Source: an optimization exercise on an open RTL-to-GDS flow (aim: small area, a short achievable clock period and few clock cycles per item). Production flows keep margins and buffers that such runs may drop. Function was checked by simulation only, so behaviour that the tests miss may differ from the original.

==> build 55 <==
==> flow/design.v (excerpt) <==
module epoch_seconds_to_date (
    input  logic        i_clk,
    input  logic        i_rst_n,
    input  logic        start,
    output logic        busy,
    input  logic [31:0] i_epoch_seconds,
    output logic        o_done,
    output logic [11:0] o_year,
    output logic [3:0]  o_month,
    output logic [4:0]  o_day,
    output logic [4:0]  o_hour,
    output logic [5:0]  o_minute,
    output logic [5:0]  o_second
);
Settings: LEC_CHECK=0, CAP_MARGIN=20, CORE_MARGIN=2, CORE_UTILIZATION=40, CTS_BUF_LIST=sky130_fd_sc_hd__clkbuf_8, SLEW_MARGIN=20, SYNTH_HIERARCHICAL=1; clock period 20.0 ns.
standard.sh (not shown) runs the stock make flow with config.mk's settings and CLKGATE_MAP_FILE= SYNTH_SCRIPT=/design/flow/synth_recipe.tcl, a recipe that flattens the netlist after the stock synthesis.
==> flow/flow/run.sh <==
#!/bin/bash
# Standard layout (bash standard.sh, its synthesis unchanged), with the ports
# buffered by buf_2 cells and timing repair aiming for a larger setup slack.
set -e
cp standard.sh standard.sh.log
export BUFFER_PORTS_ARGS="-buffer_cell sky130_fd_sc_hd__buf_2"
export SETUP_SLACK_MARGIN=10.4
bash standard.sh > standard_run.log 2>&1
==> build 41: changes against build 55 <==
--- a/flow/design.v
+++ b/flow/design.v
@@ -324,10 +324,11 @@
     logic a297;
     logic a298;
     logic a299;
     logic a300;
     logic a301;
+    logic a302;
     logic [12:0] n_doy0_a, n_doy0_b, n_doy0_s;
     logic [9:0] n_doy0;
     esd_ha u_a1 (.a(q[19]), .b(q[16]), .s(a1), .co(a2));
     esd_ha u_a3 (.a(q[20]), .b(q[17]), .s(a3), .co(a4));
     esd_ha u_a5 (.a(q[21]), .b(q[18]), .s(a5), .co(a6));
@@ -493,47 +494,49 @@
     esd_fa u_a241 (.a(a214), .b(a213), .c(a240), .s(a241), .co(a242));
     assign a243 = a216 ^ a215;
     assign a244 = a216 | a215;
     assign a245 = a219 ^ a217;
     assign a246 = a219 | a217;
-    esd_ha u_a247 (.a(a94), .b(a92), .s(a247), .co(a248));
-    esd_fa u_a249 (.a(a97), .b(a95), .c(a222), .s(a249), .co(a250));
-    assign a251 = ~a226;
-    esd_fa u_a252 (.a(a100), .b(a98), .c(a251), .s(a252), .co(a253));
-    assign a254 = ~a229;
-    esd_fa u_a255 (.a(a103), .b(a101), .c(a254), .s(a255), .co(a256));
-    assign a257 = ~a232;
-    esd_fa u_a258 (.a(a106), .b(a104), .c(a257), .s(a258), .co(a259));
-    esd_fa u_a260 (.a(a108), .b(a107), .c(a235), .s(a260), .co(a261));
-    assign a262 = ~a111;
-    esd_fa u_a263 (.a(a109), .b(a236), .c(a262), .s(a263), .co(a264));
-    esd_fa u_a265 (.a(a113), .b(a112), .c(a239), .s(a265), .co(a266));
-    assign a267 = ~a115;
-    esd_fa u_a268 (.a(a114), .b(a242), .c(a267), .s(a268), .co(a269));
-    assign a270 = ~a117;
-    esd_fa u_a271 (.a(a116), .b(a244), .c(a270), .s(a271), .co(a272));
-    esd_ha u_a273 (.a(a247), .b(a221), .s(a273), .co(a274));
-    assign a275 = ~a223;
-    esd_fa u_a276 (.a(a249), .b(a248), .c(a275), .s(a276), .co(a277));
-    assign a278 = ~a224;
-    esd_fa u_a279 (.a(a252), .b(a250), .c(a278), .s(a279), .co(a280));
-    assign a281 = ~a227;
-    esd_fa u_a282 (.a(a255), .b(a253), .c(a281), .s(a282), .co(a283));
-    assign a284 = ~a230;
-    esd_fa u_a285 (.a(a258), .b(a256), .c(a284), .s(a285), .co(a286));
-    assign a287 = ~a233;
-    esd_fa u_a288 (.a(a260), .b(a259), .c(a287), .s(a288), .co(a289));
-    assign a290 = ~a238;
-    esd_fa u_a291 (.a(a263), .b(a261), .c(a290), .s(a291), .co(a292));
-    assign a293 = ~a265;
-    esd_fa u_a294 (.a(a241), .b(a264), .c(a293), .s(a294), .co(a295));
-    assign a296 = ~a268;
-    esd_fa u_a297 (.a(a243), .b(a266), .c(a296), .s(a297), .co(a298));
-    assign a299 = ~a245;
-    esd_fa u_a300 (.a(a271), .b(a269), .c(a299), .s(a300), .co(a301));
-    assign n_doy0_a = {a300, ~a297, a294, a291, a288, a285, a282, a279, a276, a273, a91, a88, a85};
-    assign n_doy0_b = {~a298, a295, a292, a289, a286, a283, a280, a277, a274, 1'b1, a89, a86, ~a9};
+    assign a247 = ~a9;
+    esd_fa u_a248 (.a(a94), .b(a92), .c(a221), .s(a248), .co(a249));
+    assign a250 = ~a223;
+    esd_fa u_a251 (.a(a97), .b(a95), .c(a250), .s(a251), .co(a252));
+    esd_fa u_a253 (.a(a222), .b(a249), .c(a251), .s(a253), .co(a254));
+    assign a255 = ~a226;
+    assign a256 = ~a224;
+    esd_fa u_a257 (.a(a100), .b(a98), .c(a255), .s(a257), .co(a258));
+    esd_fa u_a259 (.a(a256), .b(a252), .c(a257), .s(a259), .co(a260));
+    assign a261 = ~a229;
+    assign a262 = ~a227;
+    esd_fa u_a263 (.a(a103), .b(a101), .c(a261), .s(a263), .co(a264));
+    esd_fa u_a265 (.a(a262), .b(a258), .c(a263), .s(a265), .co(a266));
+    assign a267 = ~a232;
+    assign a268 = ~a230;
+    esd_fa u_a269 (.a(a106), .b(a104), .c(a267), .s(a269), .co(a270));
+    esd_fa u_a271 (.a(a268), .b(a264), .c(a269), .s(a271), .co(a272));
+    assign a273 = ~a233;
+    esd_fa u_a274 (.a(a108), .b(a107), .c(a235), .s(a274), .co(a275));
+    esd_fa u_a276 (.a(a273), .b(a270), .c(a274), .s(a276), .co(a277));
+    assign a278 = ~a111;
+    assign a279 = ~a238;
+    esd_fa u_a280 (.a(a278), .b(a109), .c(a279), .s(a280), .co(a281));
+    esd_fa u_a282 (.a(a236), .b(a275), .c(a280), .s(a282), .co(a283));
+    assign a284 = ~a113;
+    assign a285 = ~a112;
+    assign a286 = ~a239;
+    esd_fa u_a287 (.a(a284), .b(a285), .c(a241), .s(a287), .co(a288));
+    esd_fa u_a289 (.a(a286), .b(a281), .c(a287), .s(a289), .co(a290));
+    assign a291 = ~a115;
+    assign a292 = ~a243;
+    esd_fa u_a293 (.a(a291), .b(a114), .c(a292), .s(a293), .co(a294));
+    esd_fa u_a295 (.a(a242), .b(a288), .c(a293), .s(a295), .co(a296));
+    assign a297 = ~a117;
+    assign a298 = ~a245;
+    esd_fa u_a299 (.a(a297), .b(a116), .c(a298), .s(a299), .co(a300));
+    esd_fa u_a301 (.a(a244), .b(a294), .c(a299), .s(a301), .co(a302));
+    assign n_doy0_a = {a296, a290, a283, a277, a272, a266, a260, a254, a253, a248, a91, a88, a85};
+    assign n_doy0_b = {a301, a295, a289, a282, a276, a271, a265, a259, 1'b0, 1'b1, a89, a86, a247};
     assign n_doy0_s = n_doy0_a + n_doy0_b;
     assign n_doy0 = n_doy0_s[12:3];
     logic        r_vld;
     logic [10:0] r_rem0;
     logic [9:0]  r_doy0;
==> flow/flow/run.sh (replaced) <==
#!/bin/bash
# Standard layout (bash standard.sh, its synthesis unchanged), with the ports
# buffered by buf_2 cells and timing repair aiming for a larger setup slack.
set -e
cp standard.sh standard.sh.log
export BUFFER_PORTS_ARGS="-buffer_cell sky130_fd_sc_hd__buf_2"
export SETUP_SLACK_MARGIN=10.2
bash standard.sh > standard_run.log 2>&1
==> comparison <==
- Between build 41 and build 55, the lower critical path depth is in build 41 (gap 10).
- In build 55 the count of clock-buffer cells in the layout is lower than in build 41, by 1.
- Between build 55 and build 41, the lower fmax is in build 55 (gap 1.0%, measured against build 41).
- Between build 55 and build 41, the lower wire length is in build 41 (gap 1.8%, measured against build 41).
- Non-clock buffer count: build 55 is higher than build 41 (14).
- Between build 55 and build 41, the lower synthesized area is in build 41 (gap 1.7%, measured against build 41).
- In build 41 the final cell count is lower than in build 55, by about 2%.
- In build 41 the sequential share of layout area is higher than in build 55, by 0.14 points.
- Of build 55 and build 41, build 55 has the higher die area (gap about 1.7%, measured against build 41).
- In build 41 the core utilization is lower than in build 55, by 1.2 points.
==> figures <==
| metric | build 55 | build 41 |
|---|---|---|
| Resized Gates After CTS | 23 | 8 |
| Met1 Routed Length | 8140 um | 7980 um |
| Sequential area share after synthesis | 9.16% | 9.32% |
| Post-DR wirelength/cell | 14.3 um | 14.3 um |
| Count of distinct cell types in the synthesized netlist | 85 | 77 |
| Area used by sequential logic in the layout | 767 um^2 | 753 um^2 |
| Worst Path Buf+Inv | 4 | 3 |
| GR Layer Usage met2 | 26.8% | 27.0% |
| Worst slew margin | 42.6% | 45.4% |
| Result of the run | finished clean | finished clean |
| Fmax | 105 MHz | 106 MHz |
| Fraction of layout cells with a size suffix above 1 | 20.0% | 16.8% |
| Area enclosed by the die boundary | 21,400 um^2 | 21,000 um^2 |
| Non-filler instance count after layout | 1,158 | 1,135 |
| Multiplexer share of the synthesized area | 0.557% | 1.35% |
| Global-route wire length before repair | 28,400 um | 28,100 um |
| Standard cell with the maximum stage delay on the critical path | sky130_fd_sc_hd__dfxtp_4 | sky130_fd_sc_hd__fa_1 |
| Complex-gate fraction of the synthesized area | 14.2% | 12.9% |
| Met3 Routed Length | 424 um | 379 um |
| Width of the chip | 146 um | 145 um |
| Post-route cell area | 9220 um^2 | 8900 um^2 |
Testbench counts of build 55, summed over its fixed seeds: cycles 3,208, items 3,200.
Testbench counts of build 41, summed over its fixed seeds: cycles 3,208, items 3,200.

[re-timing with driven ports]
Ports are ideal in the flow. The routed layouts listed here were re-timed in OpenROAD.
Step 1, drivers: a clkbuf_16 drives i_clk and a buf_2 each remaining input, both assumed.
Step 2 times the ports against the registers' clock, not the clock port: input delays grow and output delays shrink by t, the midpoint of the rising clock arrivals with the driver on.
Three values: no drivers, after step 1, after step 2; two values: the first two.
run | t, ns | slack for setup (ns) | worst hold slack (ns) | latest minus earliest clock arrival (ns) | cell pins on the clock port's net
build 55 | 0.336 | 10.476 / 10.442 / 10.398 | 3.780 / 3.767 / 4.103 | 0.018 / 0.018 | 1
build 41 | 0.334 | 10.574 / 10.539 / 10.279 | 3.788 / 3.773 / 4.107 | 0.012 / 0.011 | 1
After both steps setup and hold are still met in every run listed. For build 41, which loses most, drivers alone change the setup slack by -0.035 ns; drivers and shift together by -0.295 ns.
